This design comes from an exercise in tuning for small area, a short achievable clock period and few clock cycles on the open sky130 flow, not from production work. At most, simulation tests tie the RTL to the original design; equivalence was not proved. Power is estimated from default activity; no workload was simulated.

==> flow/design.v <==
module icache_nway #(
    parameter int WAYS = 4,
    parameter int SETS = 8
) (
    input  logic         clk,
    input  logic         rst,
    input  logic         mem_read,
    input  logic [15:0]  mem_address,
    output logic [15:0]  mem_rdata,
    output logic         mem_resp,
    output logic         l2_read,
    output logic [15:0]  l2_address,
    input  logic [127:0] l2_rdata,
    input  logic         l2_resp
    ,
    input  logic         flush
);
    localparam int IW = $clog2(SETS);
    localparam int TW = 12 - IW;
    localparam int WW = $clog2(WAYS);
    localparam int PW = (WAYS == 4) ? 3 : 1;
    logic [SETS-1:0] valid    [WAYS];
    logic [TW-1:0]   tag_arr  [WAYS][SETS];
    logic [127:0]    data_arr [WAYS][SETS];
    logic [PW-1:0]   plru     [SETS];
    logic            fill_st;      
    logic [11:0]     p_line;
    logic [2:0]      p_word;
    logic            p_hit;
    logic [WAYS*SETS-1:0] fill_oh;  
    logic [WW-1:0]   p_way;
    logic [15:0]     p_data;
    logic [WAYS-1:0] p_way_oh;     
    logic [SETS-1:0] a_set_oh;     
    logic [7:0]      a_word_oh;    
    logic [7:0]      f_word_oh;    
    logic            arm_hit;      
    logic            reload;       
    logic            arm_miss;     
    logic            arm_l2;       
    logic [11:0]   in_line;
    logic [2:0]    in_word;
    logic [IW-1:0] p_set, in_set;
    logic          unused_bit;
    assign in_line    = mem_address[15:4];
    assign in_word    = mem_address[3:1];
    assign in_set     = in_line[IW-1:0];
    assign p_set      = p_line[IW-1:0];
    assign unused_bit = mem_address[0];
    logic [SETS-1:0] in_set_oh;
    logic [WAYS-1:0] in_hit_oh;
    logic            in_hit;
    logic [WW-1:0]   in_way;
    logic [TW-1:0]   in_tag_w [WAYS];
    logic [WAYS-1:0] in_val_w;
    always_comb begin
        for (int s = 0; s < SETS; s++) in_set_oh[s] = (in_set == IW'(s));
        in_way = '0;
        for (int w = 0; w < WAYS; w++) begin
            in_tag_w[w] = '0;
            in_val_w[w] = 1'b0;
            for (int s = 0; s < SETS; s++) begin
                in_tag_w[w] = in_tag_w[w] | ({TW{in_set_oh[s]}} & tag_arr[w][s]);
                in_val_w[w] = in_val_w[w] | (in_set_oh[s] & valid[w][s]);
            end
            in_hit_oh[w] = in_val_w[w] && (in_tag_w[w] == in_line[11:IW]);
            if (in_hit_oh[w]) in_way = in_way | WW'(w);
        end
        in_hit = |in_hit_oh;
    end
    logic [11:0]     n_line;
    logic [11:0]     nn_line;
    logic [SETS-1:0] n_set_oh;
    logic [TW-1:0]   n_tag;
    logic [WAYS-1:0] n_hit_oh;
    logic [TW-1:0]   tag_arr_n [WAYS];
    logic            n_hit;
    logic [WW-1:0]   n_way;
    assign n_line = p_line + 12'd1;
    always_comb begin
        n_way = '0;
        for (int w = 0; w < WAYS; w++) begin
            n_hit_oh[w] = 1'b0;
            for (int s = 0; s < SETS; s++)
                n_hit_oh[w] = n_hit_oh[w] | (n_set_oh[s] && valid[w][s]);
            n_hit_oh[w] = n_hit_oh[w] && (n_tag == tag_arr_n[w]);
            if (n_hit_oh[w]) n_way = n_way | WW'(w);
        end
        n_hit = |n_hit_oh;
    end
    always_comb begin
        for (int w = 0; w < WAYS; w++) begin
            tag_arr_n[w] = '0;
            for (int s = 0; s < SETS; s++)
                tag_arr_n[w] = tag_arr_n[w] | ({TW{n_set_oh[s]}} & tag_arr[w][s]);
        end
    end
    logic [WW-1:0] victim, plru_way;
    logic [PW-1:0] plru_upd;
    logic [WW-1:0] acc_way;
    logic [2:0]    pc;
    generate
        if (WAYS == 4) begin : g_tree
            assign pc       = plru[p_set];
            assign plru_way = pc[0] ? {1'b1, pc[2]} : {1'b0, pc[1]};
            always_comb begin
                plru_upd    = pc;
                plru_upd[0] = ~acc_way[1];
                if (acc_way[1]) plru_upd[2] = ~acc_way[0];
                else            plru_upd[1] = ~acc_way[0];
            end
        end else begin : g_bit
            assign pc       = '0;
            assign plru_way = plru[p_set];
            assign plru_upd = ~acc_way;
        end
    endgenerate
    always_comb begin
        victim = plru_way;
        for (int w = WAYS - 1; w >= 0; w--) begin
            if (!valid[w][p_set]) victim = WW'(w);
        end
    end
    logic line_eq, word_eq, fast_hit, start_fill, repoint, fill_done, advance, flush_now;
    logic nx_last;
    assign nx_last    = (p_word == 3'd7);
    assign line_eq    = (in_line == p_line);
    assign word_eq    = (in_word == p_word);
    assign fast_hit   = mem_read && arm_hit && line_eq && word_eq;
    assign start_fill = mem_read && arm_miss && line_eq;
    assign repoint    = mem_read && !fill_st && !reload && !(line_eq && (word_eq || arm_miss));
    assign fill_done  = fill_st && l2_resp;
    assign advance    = fast_hit || fill_done;
    assign acc_way    = fill_st ? victim : p_way;
    assign mem_resp   = mem_read && line_eq && word_eq && (arm_hit || fill_done);
    assign l2_read    = mem_read && line_eq && arm_l2;
    assign l2_address = {p_line, 4'b0000};
    always_comb begin
        mem_rdata = fill_st ? 16'h0000 : p_data;
        for (int k = 0; k < 8; k++)
            mem_rdata = mem_rdata | ({16{f_word_oh[k]}} & l2_rdata[k*16 +: 16]);
    end
    logic [11:0]   p_line_nx;
    logic [2:0]    p_word_nx;
    logic          p_hit_nx, fill_nx, reload_nx;
    logic [WW-1:0] p_way_nx;
    logic [11:0]   a_line_nx;
    logic [2:0]    a_word_nx;
    always_comb begin
        p_line_nx = p_line;
        p_word_nx = p_word;
        p_hit_nx  = p_hit;
        p_way_nx  = p_way;
        fill_nx   = fill_st;
        reload_nx = 1'b0;
        if (start_fill) begin
            fill_nx   = 1'b1;
            p_word_nx = in_word;
        end
        if (fill_done) fill_nx = 1'b0;
        if (repoint) begin
            p_line_nx = in_line;
            p_word_nx = in_word;
            p_hit_nx  = in_hit;
            p_way_nx  = in_way;
            reload_nx = in_hit && nx_last;
        end else if (advance) begin
            p_word_nx = p_word + 3'd1;
            if (nx_last) begin
                p_line_nx = n_line;
                p_hit_nx  = n_hit;
                p_way_nx  = n_way;
            end else if (fill_done) begin
                p_hit_nx  = 1'b1;
                p_way_nx  = victim;
            end
        end
        if (flush_now) begin
            p_hit_nx  = 1'b0;
            reload_nx = 1'b0;
        end
        {a_line_nx, a_word_nx} = {p_line_nx, p_word_nx} + 15'd1;
        nn_line = p_line_nx + 12'd1;
    end
    logic [SETS-1:0] r_set_oh;
    logic [7:0]      in_word_oh, r_word_oh;
    logic [WAYS-1:0] r_way_oh;
    logic [15:0]     set_word [WAYS][8];
    logic [15:0]     way_word [WAYS];
    logic [15:0]     r_data, f_data, p_data_nx;
    logic            to_next;
    always_comb begin
        for (int k = 0; k < 8; k++) in_word_oh[k] = (in_word == 3'(k));
    end
    assign to_next     = nx_last && !reload;
    assign r_set_oh  = to_next ? a_set_oh : in_set_oh;
    assign r_word_oh = (repoint || reload) ? in_word_oh : a_word_oh;
    assign r_way_oh  = repoint ? in_hit_oh : (to_next ? n_hit_oh : p_way_oh);
    always_comb begin
        r_data = '0;
        f_data = '0;
        for (int w = 0; w < WAYS; w++) begin
            way_word[w] = '0;
            for (int k = 0; k < 8; k++) begin
                set_word[w][k] = '0;
                for (int s = 0; s < SETS; s++)
                    set_word[w][k] = set_word[w][k] | ({16{r_set_oh[s]}} & data_arr[w][s][k*16 +: 16]);
                way_word[w] = way_word[w] | ({16{r_word_oh[k]}} & set_word[w][k]);
            end
            r_data = r_data | ({16{r_way_oh[w]}} & way_word[w]);
        end
        for (int k = 0; k < 8; k++) f_data = f_data | ({16{a_word_oh[k]}} & l2_rdata[k*16 +: 16]);
    end
    assign p_data_nx = (fill_done && !nx_last) ? f_data : r_data;
    always_ff @(posedge clk) begin
        if (repoint || reload || advance) p_data <= p_data_nx;
    end
    logic flush_pend;
    assign flush_now = !fill_st && (flush || flush_pend);
    always_ff @(posedge clk or posedge rst) begin
        if (rst) begin
            flush_pend <= 1'b0;
        end else if (fill_st && flush) begin
            flush_pend <= 1'b1;
        end else if (flush_now) begin
            flush_pend <= 1'b0;
        end
    end
    always_ff @(posedge clk or posedge rst) begin
        if (rst) begin
            fill_st   <= 1'b0;
            p_line    <= '0;
            p_word    <= '0;
            p_hit     <= 1'b0;
            p_way     <= '0;
            p_way_oh  <= WAYS'(1);
            a_set_oh  <= SETS'(1);
            a_word_oh <= 8'b0000_0010;
            f_word_oh <= '0;
            arm_hit   <= 1'b0;
            arm_miss  <= 1'b1;
            arm_l2    <= 1'b1;
            reload    <= 1'b0;
            n_set_oh  <= SETS'(2);
            n_tag     <= '0;
            fill_oh   <= '0;
            for (int w = 0; w < WAYS; w++) valid[w] <= '0;
            for (int s = 0; s < SETS; s++) plru[s] <= '0;
        end else begin
            fill_st <= fill_nx;
            p_line  <= p_line_nx;
            p_word  <= p_word_nx;
            p_hit   <= p_hit_nx;
            p_way   <= p_way_nx;
            for (int w = 0; w < WAYS; w++) p_way_oh[w] <= (p_way_nx == WW'(w));
            for (int s = 0; s < SETS; s++) a_set_oh[s] <= (a_line_nx[IW-1:0] == IW'(s));
            for (int k = 0; k < 8; k++) begin
                a_word_oh[k] <= (a_word_nx == 3'(k));
                f_word_oh[k] <= fill_nx && (p_word_nx == 3'(k));
            end
            arm_hit  <= !fill_nx && p_hit_nx && !reload_nx;
            reload   <= reload_nx;
            for (int s = 0; s < SETS; s++) n_set_oh[s] <= (nn_line[IW-1:0] == IW'(s));
            n_tag    <= nn_line[11:IW];
            if (start_fill) begin
                for (int w = 0; w < WAYS; w++)
                    for (int s = 0; s < SETS; s++)
                        fill_oh[w*SETS+s] <= (victim == WW'(w)) && (p_set == IW'(s));
            end else if (fill_done) begin
                fill_oh <= '0;
            end
            arm_miss <= !fill_nx && !p_hit_nx;
            arm_l2   <= fill_nx || !p_hit_nx;
            if (fill_done) valid[victim][p_set] <= 1'b1;
            if (advance) plru[p_set] <= plru_upd;
            if (flush_now) begin
                for (int w = 0; w < WAYS; w++) valid[w] <= '0;
                for (int s = 0; s < SETS; s++) plru[s] <= '0;
            end
        end
    end
    always_ff @(posedge clk) begin
        for (int w = 0; w < WAYS; w++)
            for (int s = 0; s < SETS; s++)
                if (fill_oh[w*SETS+s]) begin
                    tag_arr[w][s]  <= p_line[11:IW];
                    data_arr[w][s] <= l2_rdata;
                end
    end
endmodule
export LEC_CHECK = 0
export CAP_MARGIN = 20
export CORE_MARGIN = 2
export CORE_UTILIZATION = 55
export CTS_BUF_LIST = sky130_fd_sc_hd__clkbuf_16
export CTS_CLUSTER_DIAMETER = 100
export CTS_CLUSTER_SIZE = 30
export SETUP_SLACK_MARGIN = 4.6
export SLEW_MARGIN = 20
export TNS_END_PERCENT = 5
create_clock -name core_clock -period 9.5 [get_ports {clk}]
standard.sh (not shown) runs the stock make flow with config.mk's settings and CLKGATE_MAP_FILE= SYNTH_SCRIPT=/design/flow/synth_recipe.tcl, a recipe that flattens the netlist after the stock synthesis.
==> flow/flow/run.sh <==
#!/bin/bash
# The standard layout (the standard.sh, standard synthesis unchanged), with the ports
# buffered by buf_4 cells instead of the delay cells buffer_ports picks by default.
set -euo pipefail
bash standard.sh BUFFER_PORTS_ARGS="-buffer_cell sky130_fd_sc_hd__buf_4" finish > flow_make.log 2>&1
Testbench counts at the start, summed over its fixed seeds: cycles 28,672.
Next try:
--- a/flow/design.v
+++ b/flow/design.v
@@ -31,7 +31,9 @@
     logic [WW-1:0]   p_way;
     logic [15:0]     p_data;
     logic [WAYS-1:0] p_way_oh;     
-    logic [SETS-1:0] a_set_oh;     
+    logic [SETS-1:0] rd_set_oh;    
+    logic [7:0]      rd_word_oh;   
+    logic            rd_next;      
     logic [7:0]      a_word_oh;    
     logic [7:0]      f_word_oh;    
     logic            arm_hit;      
@@ -144,8 +146,8 @@
     logic [2:0]    p_word_nx;
     logic          p_hit_nx, fill_nx, reload_nx;
     logic [WW-1:0] p_way_nx;
-    logic [11:0]   a_line_nx;
-    logic [2:0]    a_word_nx;
+    logic [11:0]   a_line_nx, rd_line_nx;
+    logic [2:0]    a_word_nx, rd_word_nx;
     always_comb begin
         p_line_nx = p_line;
         p_word_nx = p_word;
@@ -163,7 +165,7 @@
             p_word_nx = in_word;
             p_hit_nx  = in_hit;
             p_way_nx  = in_way;
-            reload_nx = in_hit && nx_last;
+            reload_nx = in_hit;
         end else if (advance) begin
             p_word_nx = p_word + 3'd1;
             if (nx_last) begin
@@ -180,22 +182,18 @@
             reload_nx = 1'b0;
         end
         {a_line_nx, a_word_nx} = {p_line_nx, p_word_nx} + 15'd1;
+        {rd_line_nx, rd_word_nx} = reload_nx ? {p_line_nx, p_word_nx} : {a_line_nx, a_word_nx};
         nn_line = p_line_nx + 12'd1;
     end
     logic [SETS-1:0] r_set_oh;
-    logic [7:0]      in_word_oh, r_word_oh;
+    logic [7:0]      r_word_oh;
     logic [WAYS-1:0] r_way_oh;
     logic [15:0]     set_word [WAYS][8];
     logic [15:0]     way_word [WAYS];
     logic [15:0]     r_data, f_data, p_data_nx;
-    logic            to_next;
-    always_comb begin
-        for (int k = 0; k < 8; k++) in_word_oh[k] = (in_word == 3'(k));
-    end
-    assign to_next     = nx_last && !reload;
-    assign r_set_oh  = to_next ? a_set_oh : in_set_oh;
-    assign r_word_oh = (repoint || reload) ? in_word_oh : a_word_oh;
-    assign r_way_oh  = repoint ? in_hit_oh : (to_next ? n_hit_oh : p_way_oh);
+    assign r_set_oh  = rd_set_oh;
+    assign r_word_oh = rd_word_oh;
+    assign r_way_oh  = rd_next ? n_hit_oh : p_way_oh;
     always_comb begin
         r_data = '0;
         f_data = '0;
@@ -213,7 +211,7 @@
     end
     assign p_data_nx = (fill_done && !nx_last) ? f_data : r_data;
     always_ff @(posedge clk) begin
-        if (repoint || reload || advance) p_data <= p_data_nx;
+        if (reload || advance) p_data <= p_data_nx;
     end
     logic flush_pend;
     assign flush_now = !fill_st && (flush || flush_pend);
@@ -234,7 +232,9 @@
             p_hit     <= 1'b0;
             p_way     <= '0;
             p_way_oh  <= WAYS'(1);
-            a_set_oh  <= SETS'(1);
+            rd_set_oh  <= SETS'(1);
+            rd_word_oh <= 8'b0000_0010;
+            rd_next    <= 1'b0;
             a_word_oh <= 8'b0000_0010;
             f_word_oh <= '0;
             arm_hit   <= 1'b0;
@@ -253,7 +253,9 @@
             p_hit   <= p_hit_nx;
             p_way   <= p_way_nx;
             for (int w = 0; w < WAYS; w++) p_way_oh[w] <= (p_way_nx == WW'(w));
-            for (int s = 0; s < SETS; s++) a_set_oh[s] <= (a_line_nx[IW-1:0] == IW'(s));
+            for (int s = 0; s < SETS; s++) rd_set_oh[s] <= (rd_line_nx[IW-1:0] == IW'(s));
+            for (int k = 0; k < 8; k++) rd_word_oh[k] <= (rd_word_nx == 3'(k));
+            rd_next <= !reload_nx && (p_word_nx == 3'd7);
             for (int k = 0; k < 8; k++) begin
                 a_word_oh[k] <= (a_word_nx == 3'(k));
                 f_word_oh[k] <= fill_nx && (p_word_nx == 3'(k));
The new run completed without violations. Wire length hardly moves. Critical path depth went down by 2. Worst hold slack barely changes. Worst setup slack got worse by 0.034 ns. Synthesized area hardly moves. Clock power increases by about 0.5%. Die area barely changes. Sequential power climbs by about 2%. Total power is higher by 8.2%. First-iteration DRC count goes down by 3.3%. Synthesized cell count is about the same. Fmax drops by 0.66%.
For the second run of this note, only the layout was checked, not whether the RTL still works.

-- static timing again, ports no longer ideal --
No port has a modelled driver above. Below, the same layouts with a new extraction and two added sets of constraints.
Step 1, drivers: a clkbuf_16 drives clk and a buf_2 each remaining input, both assumed.
Step 2, shift: input delay + t, output delay - t, t = (earliest + latest rising clock arrival at the registers) / 2. This alone moves slack from input paths to output paths.
Three values: ideal, step 1, step 2; two values: the first two.
run | shift t [ns] | setup WS [ns] | worst setup path at the end
the first run | 1.031 | 4.458 / 4.230 / 3.427 | input to register
the second run | 1.041 | 4.424 / 4.135 / 3.520 | input to register
After both steps setup and hold are still met in every run listed. The setup slack of the first run, which loses most, moves by -0.228 ns with the drivers and by -1.031 ns with both steps.
